Source: an optimization exercise on an open RTL-to-GDS flow (aim: small area, a short achievable clock period and few clock cycles per item). Production flows keep margins and buffers that such runs may drop. Function was checked by simulation only, so behaviour that the tests miss may differ from the original.

### flow/design.v
package adm_pkg;
    localparam int CALIB_COUNT = 100;
    localparam int AXES      = 3;
    localparam int AXIS_W    = 2;
    localparam int SMP_W     = 16;                
    localparam int FRAC_W    = 4;                 
    localparam int SUM_W     = 26;                
    localparam int CNT_W     = $clog2(CALIB_COUNT + 1);
    localparam int OFS_W     = 21;                
    localparam int DIFF_W    = 22;                
    localparam int MAG_W     = 21;                
    localparam int SQ_W      = 2 * MAG_W;         
    localparam int DIV_NUM_W = 30;                
    localparam int DIV_STEP_W = 2;
    localparam int SQRT_STEP_W = $clog2(MAG_W);
    localparam int DIV_PART_W = DIV_NUM_W / 2;
    localparam int DIV_SHIFT  = DIV_NUM_W + $clog2(CALIB_COUNT);
    localparam int RECIP_W    = DIV_NUM_W + 1;
    localparam logic [RECIP_W-1:0] DIV_RECIP =
        RECIP_W'(((64'd1 << DIV_SHIFT) + 64'(CALIB_COUNT - 1)) / 64'(CALIB_COUNT));
    localparam int DIV_MUL_W  = DIV_PART_W + RECIP_W;    
    localparam int DIV_ACC_W  = DIV_NUM_W + RECIP_W;     
endpackage
import adm_pkg::*;
module adm_div
(
    input  logic                 clk,
    input  logic                 rst_n,
    input  logic                 start,
    input  logic [DIV_NUM_W-1:0] num,
    output logic                 done,
    output logic [DIV_NUM_W-1:0] quo
);
    localparam logic [DIV_STEP_W-1:0] STEP_LO  = DIV_STEP_W'(0);    
    localparam logic [DIV_STEP_W-1:0] STEP_HI  = DIV_STEP_W'(1);    
    localparam logic [DIV_STEP_W-1:0] STEP_SUM = DIV_STEP_W'(2);    
    logic [DIV_NUM_W-1:0]  num_reg;
    logic [DIV_MUL_W-1:0]  prod_reg;
    logic [DIV_ACC_W-1:0]  acc_reg;
    logic [DIV_STEP_W-1:0] step_reg;
    logic                  busy_reg;
    logic                  done_reg;
    logic [DIV_PART_W-1:0] part;
    always_comb
    begin
        part = (step_reg == STEP_LO) ? num_reg[DIV_PART_W-1:0]
                                     : num_reg[DIV_NUM_W-1 -: DIV_PART_W];
    end
    always_ff @(posedge clk or negedge rst_n)
    begin
        if (!rst_n)
        begin
            busy_reg <= 1'b0;
            done_reg <= 1'b0;
            step_reg <= '0;
        end
        else
        begin
            done_reg <= 1'b0;
            if (start)
            begin
                busy_reg <= 1'b1;
                step_reg <= STEP_LO;
            end
            else if (busy_reg)
            begin
                step_reg <= step_reg + 1'b1;
                if (step_reg == STEP_SUM)
                begin
                    busy_reg <= 1'b0;
                    done_reg <= 1'b1;
                end
            end
        end
    end
    always_ff @(posedge clk)
    begin
        if (start)
        begin
            num_reg <= num;
        end
        else if (busy_reg)
        begin
            case (step_reg)
                STEP_LO:
                begin
                    prod_reg <= part * DIV_RECIP;
                end
                STEP_HI:
                begin
                    acc_reg  <= DIV_ACC_W'(prod_reg);
                    prod_reg <= part * DIV_RECIP;
                end
                STEP_SUM:
                begin
                    acc_reg <= acc_reg + {prod_reg, {DIV_PART_W{1'b0}}};
                end
                default:
                begin
                end
            endcase
        end
    end
    assign done = done_reg;
    assign quo  = DIV_NUM_W'(acc_reg >> DIV_SHIFT);
endmodule
import adm_pkg::*;
module adm_isqrt
(
    input  logic              clk,
    input  logic              rst_n,
    input  logic              start,
    input  logic [SQ_W-1:0]   value,
    output logic              done,
    output logic [MAG_W-1:0]  root
);
    localparam int REM_W = MAG_W + 3;
    logic [SQ_W-1:0]        val_reg;
    logic [REM_W-1:0]       rem_reg;
    logic [MAG_W-1:0]       root_reg;
    logic [SQRT_STEP_W-1:0] step_reg;
    logic                   busy_reg;
    logic                   done_reg;
    logic [REM_W-1:0]       rem_shift;
    logic [REM_W-1:0]       trial;
    logic                   fits;
    always_comb
    begin
        rem_shift = {rem_reg[REM_W-3:0], val_reg[SQ_W-1 -: 2]};
        trial     = REM_W'({root_reg, 2'b01});
        fits      = (rem_shift >= trial);
    end
    always_ff @(posedge clk or negedge rst_n)
    begin
        if (!rst_n)
        begin
            busy_reg <= 1'b0;
            done_reg <= 1'b0;
            step_reg <= '0;
        end
        else
        begin
            done_reg <= 1'b0;
            if (start)
            begin
                busy_reg <= 1'b1;
                step_reg <= '0;
            end
            else if (busy_reg)
            begin
                step_reg <= step_reg + 1'b1;
                if (step_reg == SQRT_STEP_W'(MAG_W - 1))
                begin
                    busy_reg <= 1'b0;
                    done_reg <= 1'b1;
                end
            end
        end
    end
    always_ff @(posedge clk)
    begin
        if (start)
        begin
            val_reg  <= value;
            rem_reg  <= '0;
            root_reg <= '0;
        end
        else if (busy_reg)
        begin
            val_reg  <= {val_reg[SQ_W-3:0], 2'b00};
            rem_reg  <= fits ? (rem_shift - trial) : rem_shift;
            root_reg <= {root_reg[MAG_W-2:0], fits};
        end
    end
    assign done = done_reg;
    assign root = root_reg;
endmodule
import adm_pkg::*;
module accel_dynamic_magnitude
(
    input  logic        clk,
    input  logic        rst_n,
    input  logic        s_axis_tvalid,
    output logic        s_axis_tready,
    input  logic [47:0] s_axis_tdata,    
    output logic        m_axis_tvalid,
    input  logic        m_axis_tready,
    output logic [23:0] m_axis_tdata,    
    output logic        m_axis_tuser     
);
    localparam logic [2:0] ST_IDLE      = 3'd0;
    localparam logic [2:0] ST_DIV_START = 3'd1;
    localparam logic [2:0] ST_DIV_WAIT  = 3'd2;
    localparam logic [2:0] ST_MUL       = 3'd3;
    localparam logic [2:0] ST_ACC       = 3'd4;
    localparam logic [2:0] ST_SQRT_WAIT = 3'd5;
    localparam logic [2:0] ST_FINISH    = 3'd6;
    localparam logic [AXIS_W-1:0] LAST_AXIS = AXIS_W'(AXES - 1);
    logic [2:0]              state_reg;
    logic [AXIS_W-1:0]       axis_reg;
    logic                    calibrated_reg;
    logic [CNT_W-1:0]        count_reg;
    logic signed [SUM_W-1:0] sum_reg [AXES];
    logic signed [OFS_W-1:0] ofs_reg [AXES];
    logic [SMP_W-1:0]        smp_reg [AXES];
    logic [SQ_W-1:0]         prod_reg;
    logic [SQ_W-1:0]         acc_reg;
    logic                    res_calib_reg;
    logic [MAG_W-1:0]        res_mag_reg;
    logic                    out_valid_reg;
    logic                    out_calib_reg;
    logic [MAG_W-1:0]        out_mag_reg;
    logic                    in_accept;
    logic [SMP_W-1:0]        in_smp [AXES];
    logic [SUM_W-1:0]        sum_abs;
    logic [DIV_NUM_W-1:0]    div_num;
    logic                    div_start;
    logic                    div_done;
    logic [DIV_NUM_W-1:0]    div_quo;
    logic [OFS_W-1:0]        ofs_mag;
    logic signed [DIFF_W-1:0] diff;
    logic [MAG_W-1:0]        diff_abs;
    logic [SQ_W-1:0]         acc_sum;
    logic                    sqrt_start;
    logic                    sqrt_done;
    logic [MAG_W-1:0]        sqrt_root;
    logic                    out_free;
    assign in_smp[0] = s_axis_tdata[15:0];
    assign in_smp[1] = s_axis_tdata[31:16];
    assign in_smp[2] = s_axis_tdata[47:32];
    assign s_axis_tready = (state_reg == ST_IDLE);
    assign in_accept     = s_axis_tvalid && s_axis_tready;
    assign out_free      = !out_valid_reg || m_axis_tready;
    always_comb
    begin
        sum_abs = sum_reg[axis_reg][SUM_W-1] ? SUM_W'(-sum_reg[axis_reg])
                                             : SUM_W'(sum_reg[axis_reg]);
        div_num = {sum_abs, {FRAC_W{1'b0}}} + DIV_NUM_W'(CALIB_COUNT / 2);
        ofs_mag = div_quo[OFS_W-1:0];
    end
    assign div_start = (state_reg == ST_DIV_START);
    adm_div u_div
    (
        .clk   (clk),
        .rst_n (rst_n),
        .start (div_start),
        .num   (div_num),
        .done  (div_done),
        .quo   (div_quo)
    );
    always_comb
    begin
        diff = DIFF_W'(signed'({smp_reg[axis_reg], {FRAC_W{1'b0}}}))
             - DIFF_W'(ofs_reg[axis_reg]);
        diff_abs = diff[DIFF_W-1] ? MAG_W'(-diff) : MAG_W'(diff);
        acc_sum  = acc_reg + prod_reg;
    end
    assign sqrt_start = (state_reg == ST_ACC) && (axis_reg == LAST_AXIS);
    adm_isqrt u_isqrt
    (
        .clk   (clk),
        .rst_n (rst_n),
        .start (sqrt_start),
        .value (acc_sum),
        .done  (sqrt_done),
        .root  (sqrt_root)
    );
    always_ff @(posedge clk or negedge rst_n)
    begin
        if (!rst_n)
        begin
            state_reg      <= ST_IDLE;
            axis_reg       <= '0;
            calibrated_reg <= 1'b0;
            count_reg      <= '0;
            for (int i = 0; i < AXES; i++)
            begin
                sum_reg[i] <= '0;
                ofs_reg[i] <= '0;
            end
        end
        else
        begin
            case (state_reg)
                ST_IDLE:
                begin
                    axis_reg <= '0;
                    if (in_accept)
                    begin
                        if (!calibrated_reg)
                        begin
                            for (int i = 0; i < AXES; i++)
                            begin
                                sum_reg[i] <= sum_reg[i]
                                            + SUM_W'(signed'(in_smp[i]));
                            end
                            count_reg <= count_reg + 1'b1;
                            if (count_reg == CNT_W'(CALIB_COUNT - 1))
                            begin
                                state_reg <= ST_DIV_START;
                            end
                            else
                            begin
                                state_reg <= ST_FINISH;
                            end
                        end
                        else
                        begin
                            state_reg <= ST_MUL;
                        end
                    end
                end
                ST_DIV_START:
                begin
                    state_reg <= ST_DIV_WAIT;
                end
                ST_DIV_WAIT:
                begin
                    if (div_done)
                    begin
                        ofs_reg[axis_reg] <= sum_reg[axis_reg][SUM_W-1]
                                           ? signed'(-ofs_mag) : signed'(ofs_mag);
                        if (axis_reg == LAST_AXIS)
                        begin
                            calibrated_reg <= 1'b1;
                            state_reg      <= ST_FINISH;
                        end
                        else
                        begin
                            axis_reg  <= axis_reg + 1'b1;
                            state_reg <= ST_DIV_START;
                        end
                    end
                end
                ST_MUL:
                begin
                    state_reg <= ST_ACC;
                end
                ST_ACC:
                begin
                    if (axis_reg == LAST_AXIS)
                    begin
                        state_reg <= ST_SQRT_WAIT;
                    end
                    else
                    begin
                        axis_reg  <= axis_reg + 1'b1;
                        state_reg <= ST_MUL;
                    end
                end
                ST_SQRT_WAIT:
                begin
                    if (sqrt_done)
                    begin
                        state_reg <= ST_FINISH;
                    end
                end
                ST_FINISH:
                begin
                    if (out_free)
                    begin
                        state_reg <= ST_IDLE;
                    end
                end
                default:
                begin
                    state_reg <= ST_IDLE;
                end
            endcase
        end
    end
    always_ff @(posedge clk)
    begin
        if (in_accept)
        begin
            for (int i = 0; i < AXES; i++)
            begin
                smp_reg[i] <= in_smp[i];
            end
            acc_reg       <= '0;
            res_calib_reg <= !calibrated_reg;
            res_mag_reg   <= '0;
        end
        if (state_reg == ST_MUL)
        begin
            prod_reg <= diff_abs * diff_abs;
        end
        if (state_reg == ST_ACC)
        begin
            acc_reg <= acc_sum;
        end
        if ((state_reg == ST_SQRT_WAIT) && sqrt_done)
        begin
            res_mag_reg <= sqrt_root;
        end
    end
    always_ff @(posedge clk or negedge rst_n)
    begin
        if (!rst_n)
        begin
            out_valid_reg <= 1'b0;
        end
        else if ((state_reg == ST_FINISH) && out_free)
        begin
            out_valid_reg <= 1'b1;
        end
        else if (m_axis_tready)
        begin
            out_valid_reg <= 1'b0;
        end
    end
    always_ff @(posedge clk)
    begin
        if ((state_reg == ST_FINISH) && out_free)
        begin
            out_calib_reg <= res_calib_reg;
            out_mag_reg   <= res_mag_reg;
        end
    end
    assign m_axis_tvalid = out_valid_reg;
    assign m_axis_tdata  = 24'(out_mag_reg);
    assign m_axis_tuser  = out_calib_reg;
endmodule
### flow/config.mk
export PLATFORM = sky130hd
export DESIGN_NAME = accel_dynamic_magnitude
export DESIGN_NICKNAME = accel_dynamic_magnitude
export VERILOG_FILES = /design/flow/design.v
export SDC_FILE = /design/flow/constraint.sdc
export NUM_CORES = 4
export LEC_CHECK = 0
export CAP_MARGIN = 20
export CORE_MARGIN = 2
export CORE_UTILIZATION = 40
export PLACE_DENSITY = 0.6
export SLEW_MARGIN = 20
### flow/run.sh
#!/bin/bash
# synth_recipe.tcl (not shown) runs the flow's synth.tcl, then flattens the netlist and writes it again
# the make line also repeats each setting of config.mk as NAME=value (left out here)
make -C /OpenROAD-flow-scripts/flow DESIGN_CONFIG=/design/flow/config.mk WORK_HOME=/design/flow/orfs CLKGATE_MAP_FILE= SYNTH_SCRIPT=/design/flow/synth_recipe.tcl finish
### flow/constraint.sdc
create_clock -name core_clock -period 12.0 [get_ports {clk}]
set_input_delay 2.4000 -clock core_clock [delete_from_list [all_inputs] [get_ports {clk}]]
set_output_delay 2.4000 -clock core_clock [all_outputs]
set_load 0.01 [all_outputs]
==> results_dict.tcl <==
set metrics [dict create \
    status "complete, no violations" \
    worstReg2RegStart "axis_reg[1]$_DFFE_PN0P_" \
    core_area_um2 125000 \
    worstHoldStart "res_mag_reg[3]$_SDFFCE_PN0P_" \
    drc 0 \
    synth_top_cells_by_count "728 x inv_1, 524 x ha_1, 449 x fa_1" \
    hold_path_depth 0 \
    yosysMostFrequentCell "inv_1" \
    r2r_end "prod_reg[41]$_DFFE_PP_" \
    synth_top_area_share_pct 19.8 \
    die_area_um2 129000 \
    drv_cap 0 \
    finalSetupViolations 0 \
    fin_setup_tns_ps 0 \
    diodes 0 \
    postRouteAntennaNets 0 \
    largest_reg_flops 78 \
    clkTransAtPathRegs_ps 70 \
    place.gp.congestion 0.929 \
    critPathMaxFanout 32 \
    use_met3_pct 2.07 \
    worstPathArrival_ps 11690 \
    viasPerCell 5.23 \
    ys_top_cells_by_area "edfxtp_1 20%, fa_1 18%, ha_1 13%" \
    initial_core_util_pct 40.2 \
    synth.distinct_cells 87 \
    relSlewSlack_pct 22.7 \
    rows 130 \
    stdcell_area_um2 55400 \
    grt_pass1_wl_um 203000 \
    fin_crit_sh_pct 94.3 \
    area_growth_pct 9.90 \
    synth_edf_count 332 \
    period_minus_slack_ps 11310 \
    synth_largest_area_cell "edfxtp_1" \
    syn_area_um2 50400 \
    rsz0062_at_grt "no" \
    detailed_place.area_um2 53300 \
    critPathRequiredTime_ps 12380 \
    crit_type "register to register" \
    met2_usage_pct 32.0 \
    yosysWarnings 7 \
    numPortBuffers 75 \
    track_usage_pct 19.5 \
    cp-end-kind "register" \
    grt_busiest_layer "met2" \
    synth_ff_type "edfxtp_1" \
    final_util_pct 44.2 \
    drive_above_1_share_pct 5.20 \
    use_met1_pct 27.7 \
    fp.dieH_um 359 \
    cts_buffers 61 \
    holdPathEnd "out_mag_reg[3]$_DFFE_PP_" \
    routed_wirelength_um 126000 \
    hold_class "register to register" \
    cts_tree "yes" \
    cts_buffer_depth 3 \
    drt_pass1_iterations 6 \
    syn_inst 5195 \
    cts_max_level 2 \
    num_io_pins 79 \
    clock.fmax_ghz 0.0884 \
    die_x_um 359 \
    startpoint_type "register" \
    cp_slowest_cell "or4_4" \
    overflow 0 \
    grt_pass1_vias 36800 \
    final_nets 6282 \
    hpwl_um 99400 \
    antenna_found_initial 2 \
    ys_seq_elements 541 \
    grt_max_degree 96 \
    fin_hold_ws_ps 418 \
    drtIter0Drc 2592 \
    slew_viol_final 0 \
    rr_worst_depth 40 \
    clock_sinks 541 \
    cts_root_buf "clkbuf_16" \
    vias 36400 \
    path_common_cell "fa_1" \
    cpPeakStageDelay_ps 590 \
    ys_async_sr_fraction_pct 30.7 \
    wl_per_cell_um 18.1 \
    clk_latency_ps 680 \
    ff2ff_setup_slack_ps 690 \
    ys_seq_area_share_pct 29.7 \
    ctsHoldBuffers 0 \
    hold_viol 0 \
    postSynthAreaPerCell_um2 9.71 \
    fin_worst_skew_ps 66.2 \
    worst_pin_slew_ps 1150 \
]
-- kinds of logic (layout without fill, tap and decap cells) --
family / count (synthesis) / in the layout / share of synthesized area [%]
and+or+nand+nor: 1247 / 1247 / 11.1
AOI/OAI and AO/OA: 1117 / 1117 / 13.9
adders and majority gates: 973 / 973 / 30.8
buffers and inverters: 889 / 1001 / 6.67
DFF: 541 / 541 / 29.7
xor gates and xnor gates: 337 / 337 / 5.87
muxes: 90 / 90 / 1.89
other: 1 / 3 / 0.00743
-- stage by stage --
| stage | instances | setup slack (ps) |
|---|---|---|
| detailed placement | 6843 | 646 |
| global route | 6959 | 49.0 |
| floorplan | 5197 | 362 |
| CTS | 6958 | 570 |
| finish | 6959 | 690 |
| global placement | 6843 | 666 |
-- critical path, delay by kind of cell (launching register included) --
family,cells,cell delay [ps]
and+or+nand+nor,6,1880
xor gates and xnor gates,2,220
adders and majority gates,10,4360
DFF,1,400
AOI/OAI and AO/OA,16,3170
buffers and inverters,6,960
-- layout make-up --
class / count / area [um2]
Timing Repair Buffer: 147 / 1340
Clock buffer: 73 / 1630
Inverter: 739 / 2770
Tap cell: 1650 / 2060
Clock inverter: 42 / 462
Sequential cell: 541 / 15000
Multi-Input combinational cell: 3767 / 32200
Fill cell: 12000 / 70000
-- how the worst max path moves through the flow --
stage | depth (start not counted) | slack, ps | end | startpoint
CTS | 41 | 570 | prod_reg[40]$_DFFE_PP_ | axis_reg[0]$_DFFE_PN0P_
global placement | 39 | 670 | prod_reg[40]$_DFFE_PP_ | axis_reg[0]$_DFFE_PN0P_
detailed placement | 44 | 650 | prod_reg[41]$_DFFE_PP_ | axis_reg[0]$_DFFE_PN0P_
finish | 40 | 690 | prod_reg[41]$_DFFE_PP_ | axis_reg[1]$_DFFE_PN0P_
global route | 38 | 50 | prod_reg[40]$_DFFE_PP_ | axis_reg[1]$_DFFE_PN0P_
floorplan | 50 | 360 | prod_reg[41]$_DFFE_PP_ | axis_reg[0]$_DFFE_PN0P_
-- timing repair --
item,in CTS,in global routing
gates resized for setup,0,5
setup buffers,0,0
endpoints found under the setup margin,0,7
-- metal layers --
layer  routed length, um  vias up
met5                  13        -
met4                2710        2
met3                5210      171
met2               58200      771
met1               59600    17700
li1                    -    17700
-- layout by cell type (no fill, tap or decap), types with 64 or more instances in the layout --
master,instances
a21o_1,126
edfxtp_1,332
o21ai_0,302
xor2_1,132
ha_1,520
xnor2_1,204
fa_1,449
nand3_1,64
nor2_1,404
buf_4,68
clkdlybuf4s50_1,74
a21oi_1,316
nand2_1,440
inv_1,725
dfrtp_1,165
Testbench counts, summed over its fixed seeds: cycles 96,008, items 3,200.

-- separate check: timing with driven ports --
The flow's constraints put no driver on any port. The routed layout listed below was extracted and timed again, unchanged, in two steps. Step 1: set_driving_cell puts a clkbuf_16 on clk and a buf_2 on each other input, an assumption about the parent block. Step 2 times the ports against the registers' clock, not the clock port: input delays grow and output delays shrink by t, the midpoint of the rising clock arrivals with the driver on. Three values: ideal, step 1, step 2; two values: the first two.
t (ns): 0.710
slack for setup (ns): 0.690 / 0.690 / 0.690
worst setup path after step 2: register to register
worst slew at a driven data input, ns: 0.17
After both steps setup and hold are still met in this run. The setup slack of this run moves by 0.000 ns with the drivers and by 0.000 ns with both steps.
